Source: an optimization exercise on an open RTL-to-GDS flow (aim: small area and few clock cycles per item). Production flows keep margins and buffers that such runs may drop.
In this exercise RTL edits were held to simulation tests only and were not proved equivalent to the original.
Power figures rest on the tool's default switching activity, not on a simulated workload.

==> flow/design.v <==
`timescale 1ns / 1ps
package stkrm_pkg;
    localparam int unsigned DEPTH_DEFAULT = 32;
    localparam int unsigned VALUE_W       = 8;
    localparam int unsigned COUNT_W       = 6;
    localparam int unsigned S_TDATA_W     = 16;
    localparam int unsigned M_TDATA_W     = 24;
    typedef enum logic [1:0] {
        CMD_PUSH   = 2'd0,
        CMD_POP    = 2'd1,
        CMD_PEEK   = 2'd2,
        CMD_REMOVE = 2'd3
    } cmd_t;
    typedef enum logic [1:0] {
        ST_OK    = 2'd0,
        ST_FULL  = 2'd1,
        ST_EMPTY = 2'd2
    } status_t;
    typedef struct packed {
        logic push;
        logic pop;
        logic remove;
    } cell_ctrl_t;
endpackage
`timescale 1ns / 1ps
module stkrm_cell (
    input  logic                              aclk,
    input  logic                              aresetn,
    input  stkrm_pkg::cell_ctrl_t             ctrl,
    input  logic [stkrm_pkg::VALUE_W-1:0]     key,
    input  logic [stkrm_pkg::VALUE_W-1:0]     above_data,
    input  logic                              above_valid,
    input  logic [stkrm_pkg::VALUE_W-1:0]     below_data,
    input  logic                              below_valid,
    input  logic                              hit_in,
    output logic                              hit_out,
    output logic [stkrm_pkg::VALUE_W-1:0]     data_out,
    output logic                              valid_out
);
    logic [stkrm_pkg::VALUE_W-1:0] data_reg;
    logic [stkrm_pkg::VALUE_W-1:0] data_next;
    logic                          valid_reg;
    logic                          valid_next;
    logic                          hit_here;
    assign hit_here = hit_in | (valid_reg & (data_reg == key));
    assign hit_out  = hit_here;
    always_comb begin
        data_next  = data_reg;
        valid_next = valid_reg;
        if (ctrl.push) begin
            data_next  = above_data;
            valid_next = above_valid;
        end else if (ctrl.pop || (ctrl.remove && hit_here)) begin
            data_next  = below_data;
            valid_next = below_valid;
        end
    end
    always_ff @(posedge aclk) begin
        if (!aresetn) begin
            valid_reg <= 1'b0;
        end else begin
            valid_reg <= valid_next;
        end
    end
    always_ff @(posedge aclk) begin
        data_reg <= data_next;
    end
    assign data_out  = data_reg;
    assign valid_out = valid_reg;
endmodule
`timescale 1ns / 1ps
module stack_with_remove_by_value_unit #(
    parameter int unsigned DEPTH = stkrm_pkg::DEPTH_DEFAULT
) (
    input  logic                              aclk,
    input  logic                              aresetn,
    input  logic                              s_tvalid,
    output logic                              s_tready,
    input  logic [stkrm_pkg::S_TDATA_W-1:0]   s_tdata,
    output logic                              m_tvalid,
    input  logic                              m_tready,
    output logic [stkrm_pkg::M_TDATA_W-1:0]   m_tdata
);
    localparam int unsigned FILL_W = $clog2(DEPTH + 1);
    localparam int unsigned VW     = stkrm_pkg::VALUE_W;
    localparam int unsigned CW     = stkrm_pkg::COUNT_W;
    stkrm_pkg::cmd_t        cmd;
    logic [VW-1:0]          value;
    logic                   accept;
    logic                   empty;
    logic                   full;
    logic                   any_hit;
    stkrm_pkg::cell_ctrl_t  ctrl;
    logic [VW-1:0]          cell_data  [DEPTH];
    logic                   cell_valid [DEPTH];
    logic                   cell_hit   [DEPTH];
    logic [FILL_W-1:0]      fill_reg;
    logic [FILL_W-1:0]      fill_next;
    logic                   out_valid_reg;
    logic [VW-1:0]          out_data_reg;
    logic [VW-1:0]          out_data_next;
    stkrm_pkg::status_t     out_status_reg;
    stkrm_pkg::status_t     out_status_next;
    logic                   out_removed_reg;
    logic                   out_removed_next;
    logic [FILL_W+CW-1:0]   count_wide;
    assign cmd    = stkrm_pkg::cmd_t'(s_tdata[1:0]);
    assign value  = s_tdata[VW+1:2];
    assign accept = s_tvalid && s_tready;
    assign empty  = !cell_valid[0];
    assign full   = cell_valid[DEPTH-1];
    assign any_hit = cell_hit[DEPTH-1];
    assign s_tready = !out_valid_reg || m_tready;
    always_comb begin
        ctrl             = '0;
        out_data_next    = '0;
        out_status_next  = stkrm_pkg::ST_OK;
        out_removed_next = 1'b0;
        fill_next        = fill_reg;
        unique case (cmd)
            stkrm_pkg::CMD_PUSH: begin
                if (full) begin
                    out_status_next = stkrm_pkg::ST_FULL;
                end else begin
                    ctrl.push = accept;
                    fill_next = fill_reg + 1'b1;
                end
            end
            stkrm_pkg::CMD_POP: begin
                if (empty) begin
                    out_status_next = stkrm_pkg::ST_EMPTY;
                end else begin
                    ctrl.pop      = accept;
                    out_data_next = cell_data[0];
                    fill_next     = fill_reg - 1'b1;
                end
            end
            stkrm_pkg::CMD_PEEK: begin
                if (empty) begin
                    out_status_next = stkrm_pkg::ST_EMPTY;
                end else begin
                    out_data_next = cell_data[0];
                end
            end
            stkrm_pkg::CMD_REMOVE: begin
                ctrl.remove = accept;
                if (any_hit) begin
                    out_removed_next = 1'b1;
                    fill_next        = fill_reg - 1'b1;
                end
            end
            default: begin
                out_status_next = stkrm_pkg::ST_OK;
            end
        endcase
    end
    for (genvar i = 0; i < DEPTH; i++) begin : g_cell
        logic [VW-1:0] above_data;
        logic          above_valid;
        logic [VW-1:0] below_data;
        logic          below_valid;
        logic          hit_in;
        if (i == 0) begin : g_top
            assign above_data  = value;
            assign above_valid = 1'b1;
            assign hit_in      = 1'b0;
        end else begin : g_mid
            assign above_data  = cell_data[i-1];
            assign above_valid = cell_valid[i-1];
            assign hit_in      = cell_hit[i-1];
        end
        if (i == DEPTH - 1) begin : g_bottom
            assign below_data  = '0;
            assign below_valid = 1'b0;
        end else begin : g_inner
            assign below_data  = cell_data[i+1];
            assign below_valid = cell_valid[i+1];
        end
        stkrm_cell u_cell (
            .aclk        (aclk),
            .aresetn     (aresetn),
            .ctrl        (ctrl),
            .key         (value),
            .above_data  (above_data),
            .above_valid (above_valid),
            .below_data  (below_data),
            .below_valid (below_valid),
            .hit_in      (hit_in),
            .hit_out     (cell_hit[i]),
            .data_out    (cell_data[i]),
            .valid_out   (cell_valid[i])
        );
    end
    always_ff @(posedge aclk) begin
        if (!aresetn) begin
            fill_reg      <= '0;
            out_valid_reg <= 1'b0;
        end else begin
            if (accept) begin
                fill_reg <= fill_next;
            end
            if (accept) begin
                out_valid_reg <= 1'b1;
            end else if (m_tready) begin
                out_valid_reg <= 1'b0;
            end
        end
    end
    always_ff @(posedge aclk) begin
        if (accept) begin
            out_data_reg    <= out_data_next;
            out_status_reg  <= out_status_next;
            out_removed_reg <= out_removed_next;
        end
    end
    assign count_wide = {{CW{1'b0}}, fill_reg};
    assign m_tvalid = out_valid_reg;
    assign m_tdata  = {{(stkrm_pkg::M_TDATA_W - VW - 2 - 1 - CW){1'b0}},
                       count_wide[CW-1:0], out_removed_reg, out_status_reg,
                       out_data_reg};
endmodule
==> flow/run.sh <==
#!/bin/bash
# synth_recipe.tcl (not shown) runs the flow's synth.tcl, then flattens the netlist and writes it again
# the make line also repeats each setting of config.mk as NAME=value (left out here)
make -C /OpenROAD-flow-scripts/flow DESIGN_CONFIG=/design/flow/config.mk WORK_HOME=/design/flow/orfs CLKGATE_MAP_FILE= SYNTH_SCRIPT=/design/flow/synth_recipe.tcl finish
==> flow/config.mk <==
export PLATFORM = sky130hd
export DESIGN_NAME = stack_with_remove_by_value_unit
export DESIGN_NICKNAME = stack_with_remove_by_value_unit
export VERILOG_FILES = /design/flow/design.v
export SDC_FILE = /design/flow/constraint.sdc
export NUM_CORES = 4
export LEC_CHECK = 0
export CAP_MARGIN = 20
export CORE_MARGIN = 2
export CORE_UTILIZATION = 40
export SLEW_MARGIN = 20
==> flow/constraint.sdc <==
create_clock -name core_clock -period 3.2 [get_ports {aclk}]
set_input_delay 0.6400 -clock core_clock [delete_from_list [all_inputs] [get_ports {aclk}]]
set_output_delay 0.6400 -clock core_clock [all_outputs]
set_load 0.01 [all_outputs]
==> run summary <==
cell families (layout without fill, tap and decap cells):
logic type / Yosys count / count (layout) / share of synthesized area
and+or+nand+nor: 1026 / 1026 / 0.2497
DFF: 306 / 306 / 0.5183
xor gates and xnor gates: 260 / 260 / 0.1341
buffers and inverters: 128 / 243 / 0.04378
AOI/OAI and AO/OA: 82 / 82 / 0.03531
muxes: 17 / 17 / 0.01002
adders and majority gates: 11 / 11 / 0.008550
other: 1 / 7 / 0.0002209
cells in the final DEF (no fill, tap or decap), types with 7 or more instances in the layout:
master and instances:
sky130_fd_sc_hd__nand2_1 824, sky130_fd_sc_hd__and3_1 10, sky130_fd_sc_hd__a311oi_1 15, sky130_fd_sc_hd__and2_1 22
sky130_fd_sc_hd__xor2_1 127, sky130_fd_sc_hd__nand4_1 25, sky130_fd_sc_hd__or3_1 12, sky130_fd_sc_hd__buf_4 107
sky130_fd_sc_hd__mux2i_1 17, sky130_fd_sc_hd__ha_1 10, sky130_fd_sc_hd__clkdlybuf4s50_1 24, sky130_fd_sc_hd__a31oi_1 7
sky130_fd_sc_hd__dfxtp_1 39, sky130_fd_sc_hd__inv_1 12, sky130_fd_sc_hd__nor3_1 25, sky130_fd_sc_hd__conb_1 7
sky130_fd_sc_hd__clkbuf_16 36, sky130_fd_sc_hd__clkbuf_1 11, sky130_fd_sc_hd__nor4_1 26, sky130_fd_sc_hd__buf_12 28
sky130_fd_sc_hd__buf_2 8, sky130_fd_sc_hd__xnor2_1 133, sky130_fd_sc_hd__a21oi_1 12, sky130_fd_sc_hd__nor2_1 38
sky130_fd_sc_hd__nand3_1 22, sky130_fd_sc_hd__o21ai_0 16, sky130_fd_sc_hd__edfxtp_1 267, sky130_fd_sc_hd__nand2b_1 8
how the worst max path moves through the flow:
stage / from / end / slack [ps] / cells past startpoint
2_1_floorplan: m_tready / g_cell[19].u_cell.data_reg[0] / -60 / 8
3_3_place_gp: s_tdata[8] / g_cell[25].u_cell.data_reg[4] / -220 / 12
3_5_place_dp: s_tdata[8] / g_cell[27].u_cell.data_reg[4] / -240 / 11
4_1_cts: g_cell[1].u_cell.data_reg[2] / g_cell[27].u_cell.data_reg[7] / 270 / 8
5_1_grt: g_cell[1].u_cell.data_reg[2] / g_cell[10].u_cell.valid_reg / 50 / 9
6_report: g_cell[1].u_cell.data_reg[2] / g_cell[27].u_cell.data_reg[7] / 240 / 8
routing by layer:
metal | track usage | routed length (um)
met5 | 0 | 0
met4 | 0.04891 | 858
met3 | 0.02503 | 1848
met2 | 0.3149 | 19850
met1 | 0.2811 | 20400
power groups by stage:
stage / logic (uW) / registers (uW) / clock network, uW
after floorplan: 623 / 4600 / 0
after global placement: 890 / 4620 / 0
after detailed placement: 911 / 4620 / 0
after CTS: 916 / 4530 / 4130
after global routing: 1010 / 4540 / 4280
final: 914 / 4530 / 4050
worst max-delay path: cells and delay by family (launching register included):
family,cells,cell delay (ps)
flip-flops,1,450
XOR/XNOR,1,230
AO/OA/AOI/OAI,2,540
AND/OR/NAND/NOR,4,1230
buffers and inverters,1,220
cell type report:
type                       instances  area, um2
fill                            3970      22170
sequential                       306       8798
multi-input combinational       1403       7472
timing repair buffer             167       1644
clock buffer                      47      942.2
tap                              539      674.4
clock inverter                    17      200.2
inverter                          12      45.04
metrics by stage:
step,hold WS [ps],power [uW],instances,util
2_1_floorplan,457.1,5219,1837,-
3_3_place_gp,455.3,5507,2427,0.4442
3_5_place_dp,470.0,5530,2427,0.4442
4_1_cts,478.9,9580,2491,0.4715
5_1_grt,498.1,9838,2491,0.4715
6_report,472.5,9498,2491,0.4715
==> run summary <==
Timing:
- The number of pins exceeding their max-slew limit in the final report was 0.
- The final number of setup-violating endpoints is 0.
- The routed design could run at a clock period as short as slightly below 3000 ps.
- Setup repair after global routing left no endpoint under its margin.
- The headroom to the max-slew limit is 0.3921.
- The final worst-path cycle share is 0.9241.
- The number of hold violations in the final report came to 0.
- The maximum operating frequency is between 0.3 and 0.4 GHz.
- The setup slack after layout is roughly 240 ps.
- Adding up every negative setup slack in the final design gives 0 ps.
- The actual transition at the worst max-transition pin is approximately 900 ps.
- The setup skew after layout is around 18 ps.

Setup path:
- Of all nets on the critical path, the largest fanout is 8.
- Measured in cells, the most critical reg-to-reg path has a length of 8.
- The required time reported for the critical path endpoint is 3430 ps.
- Traced cell by cell, the critical path runs through xor2_1, nor4_1, a31oi_2, nand3_1, or3_1, or3_4, o31ai_4, inv_1.
- Across all register-to-register paths, the minimum setup slack is about 240 ps.
- The category of the worst setup path launch point is a register.
- The kind of capture point of the worst setup path is a register.
- The worst register-to-register path ends at g_cell[27].u_cell.data_reg[7].
- For this design, the slowest cell found on the critical path is sky130_fd_sc_hd__or3_1.
- The startpoint of the lowest-slack register-to-register path is g_cell[1].u_cell.data_reg[2].
- The worst setup path is of the register to register kind.
- Data arrives at the worst endpoint at 3180 ps.
- The maximum cell stage delay along the critical path is around 480 ps.

Routing:
- In the final routed layout, each cell accounts on average for 17.24 um.
- In this run, the number of DRC markers left after iteration 0 of detailed routing was between 1000 and 1500.
- The count of TritonRoute iterations in the first routing pass is 5.
- The detail-routed via count per cell is between 5 and 6.
- The count of nets left with antenna violations once routing finished came out at 0.
- The routed design has approximately 43000 um of wire.
- The post-detailed-route DRC marker count is 0.
- The via count is ~13000.

Run status:
- The run finished with no timing, DRC or antenna violations.

Global route:
- The wire length of the first global-routing pass is roughly 70000 um.
- The initial antenna violation count is 0.
- The total routing usage reported by global routing is 0.1957.
- The sum of overflow across all layers after global routing is 0.
- The via count of the first global-routing pass was ~13000.
- The maximum number of pins on one net before global-route repair is 90.

Placed design:
- Detailed placement finished with a half-perimeter wire length of roughly 30000 um.
- In this run the cell area measured after placement is 18630 um2.
- The routability congestion estimate from global placement is about 0.79.
- The worst slack at placement is -237.9 ps.
- The number of buffer cells added on primary ports is 32.

Synthesis:
- The count of mapped cells out of synthesis is about 1800.
- Counting flops with a built-in enable in the synthesized netlist gives 267.
- The synthesized area is between 15000 and 20000 um2.
- For this run, asynchronously set or reset flops after synthesis account for 0.
- The share of the Yosys chip area taken by registers is 0.5183.
- Ranked by total cell area, the synthesized netlist is headed by sky130_fd_sc_hd__edfxtp_1 47%, sky130_fd_sc_hd__nand2_1 18%, sky130_fd_sc_hd__xnor2_1 6.9%.
- The share of the synthesized area in the top cell type is 0.4723.
- The number of different library cells in the post-synthesis netlist is 55.
- The most used flip-flop cell after synthesis is sky130_fd_sc_hd__edfxtp_1.
- The total number of yosys warnings is 5.
- The commonest cells after synthesis are 824 x sky130_fd_sc_hd__nand2_1, 267 x sky130_fd_sc_hd__edfxtp_1, 133 x sky130_fd_sc_hd__xnor2_1.
- The most repeated cell in the gate-level netlist after synthesis is sky130_fd_sc_hd__nand2_1.
- The synthesis-stage register bit count is about 310.
- The largest area contributor in the netlist is sky130_fd_sc_hd__edfxtp_1.
- A synthesized cell averages around 9 um2.

Min path:
- The worst hold path cell count is 2.
- The end of the worst hold path is fill_reg[5].
- The startpoint identified for the worst hold timing path is fill_reg[5].
- The min-delay analysis places its worst path in the category register to register.

Finish:
- The post-route cell area is 19780 um2.
- The number of antenna repair diodes is 0.
- For this run, the post-layout net count is about 2000.
- The fraction of layout cells with a size suffix above 1 is 0.1055.
- The area growth from synthesis to layout is 16.49%.
- The flip-flop count of the largest register, all copies and words added is around 260.

Power:
- The portion of total power attributed to combinational logic is 0.096.
- The static power due to leakage is 0.007996 uW.
- The share of total power dissipated in sequential elements is 0.477.
- IR analysis of the VDD net gives a maximum drop of about 290 uV.
- The internal power component is slightly above 7000 uW.
- The power density over the cells is between 400 and 500 nW/um2.
- The switching power is roughly 2300 uW.
- Of the total power, the clock network draws 0.426.
- The switching portion of total power is 0.2387.

Floorplan:
- The core footprint is between 40000 and 50000 um2.
- 46 I/O pins were placed.
- After floorplanning, the core was divided into 75 placement rows.
- The area of the die is about 44000 um2.
- The floorplan step set the die height to ~210 um.
- The initial cell density of the core is 0.4047.
- The die width is 210.0 um.

CTS:
- The number of buffers added for setup after CTS is 0.
- The root buffer cell is sky130_fd_sc_hd__clkbuf_16.
- The worst-case clock buffer depth is 3.
- The total clock buffers created by CTS is 35.
- The TritonCTS sink count is 306.
- TritonCTS built the clock tree.
- The quantity of hold-fixing buffers added after cts is 0.
- Clock-pin slew was measured on the worst setup and hold paths at 60 ps.
- The clock tree synthesis step divided the H-tree into 2 levels.
- The quantity of gates resized following cts is 0.
- The clock reaches the later pin of the worst-skew pair after about 530 ps.

Run:
- Across the run, the number of max-cap violations was 0.
Testbench counts, summed over its fixed seeds: cycles 16,008, items 16,000.

-- re-timing with driven ports --
In the flow no input, the clock included, has a driving cell. The finished layout below was timed again as built, in two steps.
Step 1 assumes that a clkbuf_16 drives the clock port and a buf_2 every other input.
Step 2 also shifts input and output timing later by t, the mid clock arrival at the registers, as if the neighbouring blocks saw the same clock.
Three values: ideal ports, drivers, drivers and shift; two values: the first two.
shift t [ns]: 0.573
slack for setup (ns): 0.243 / 0.243 / -0.257
hold slack, ns: 0.473 / 0.473 / 0.473
Met with ideal ports but missed after step 2: setup timing in this run. For this run, drivers alone change the setup slack by 0.000 ns; drivers and shift together by -0.500 ns.
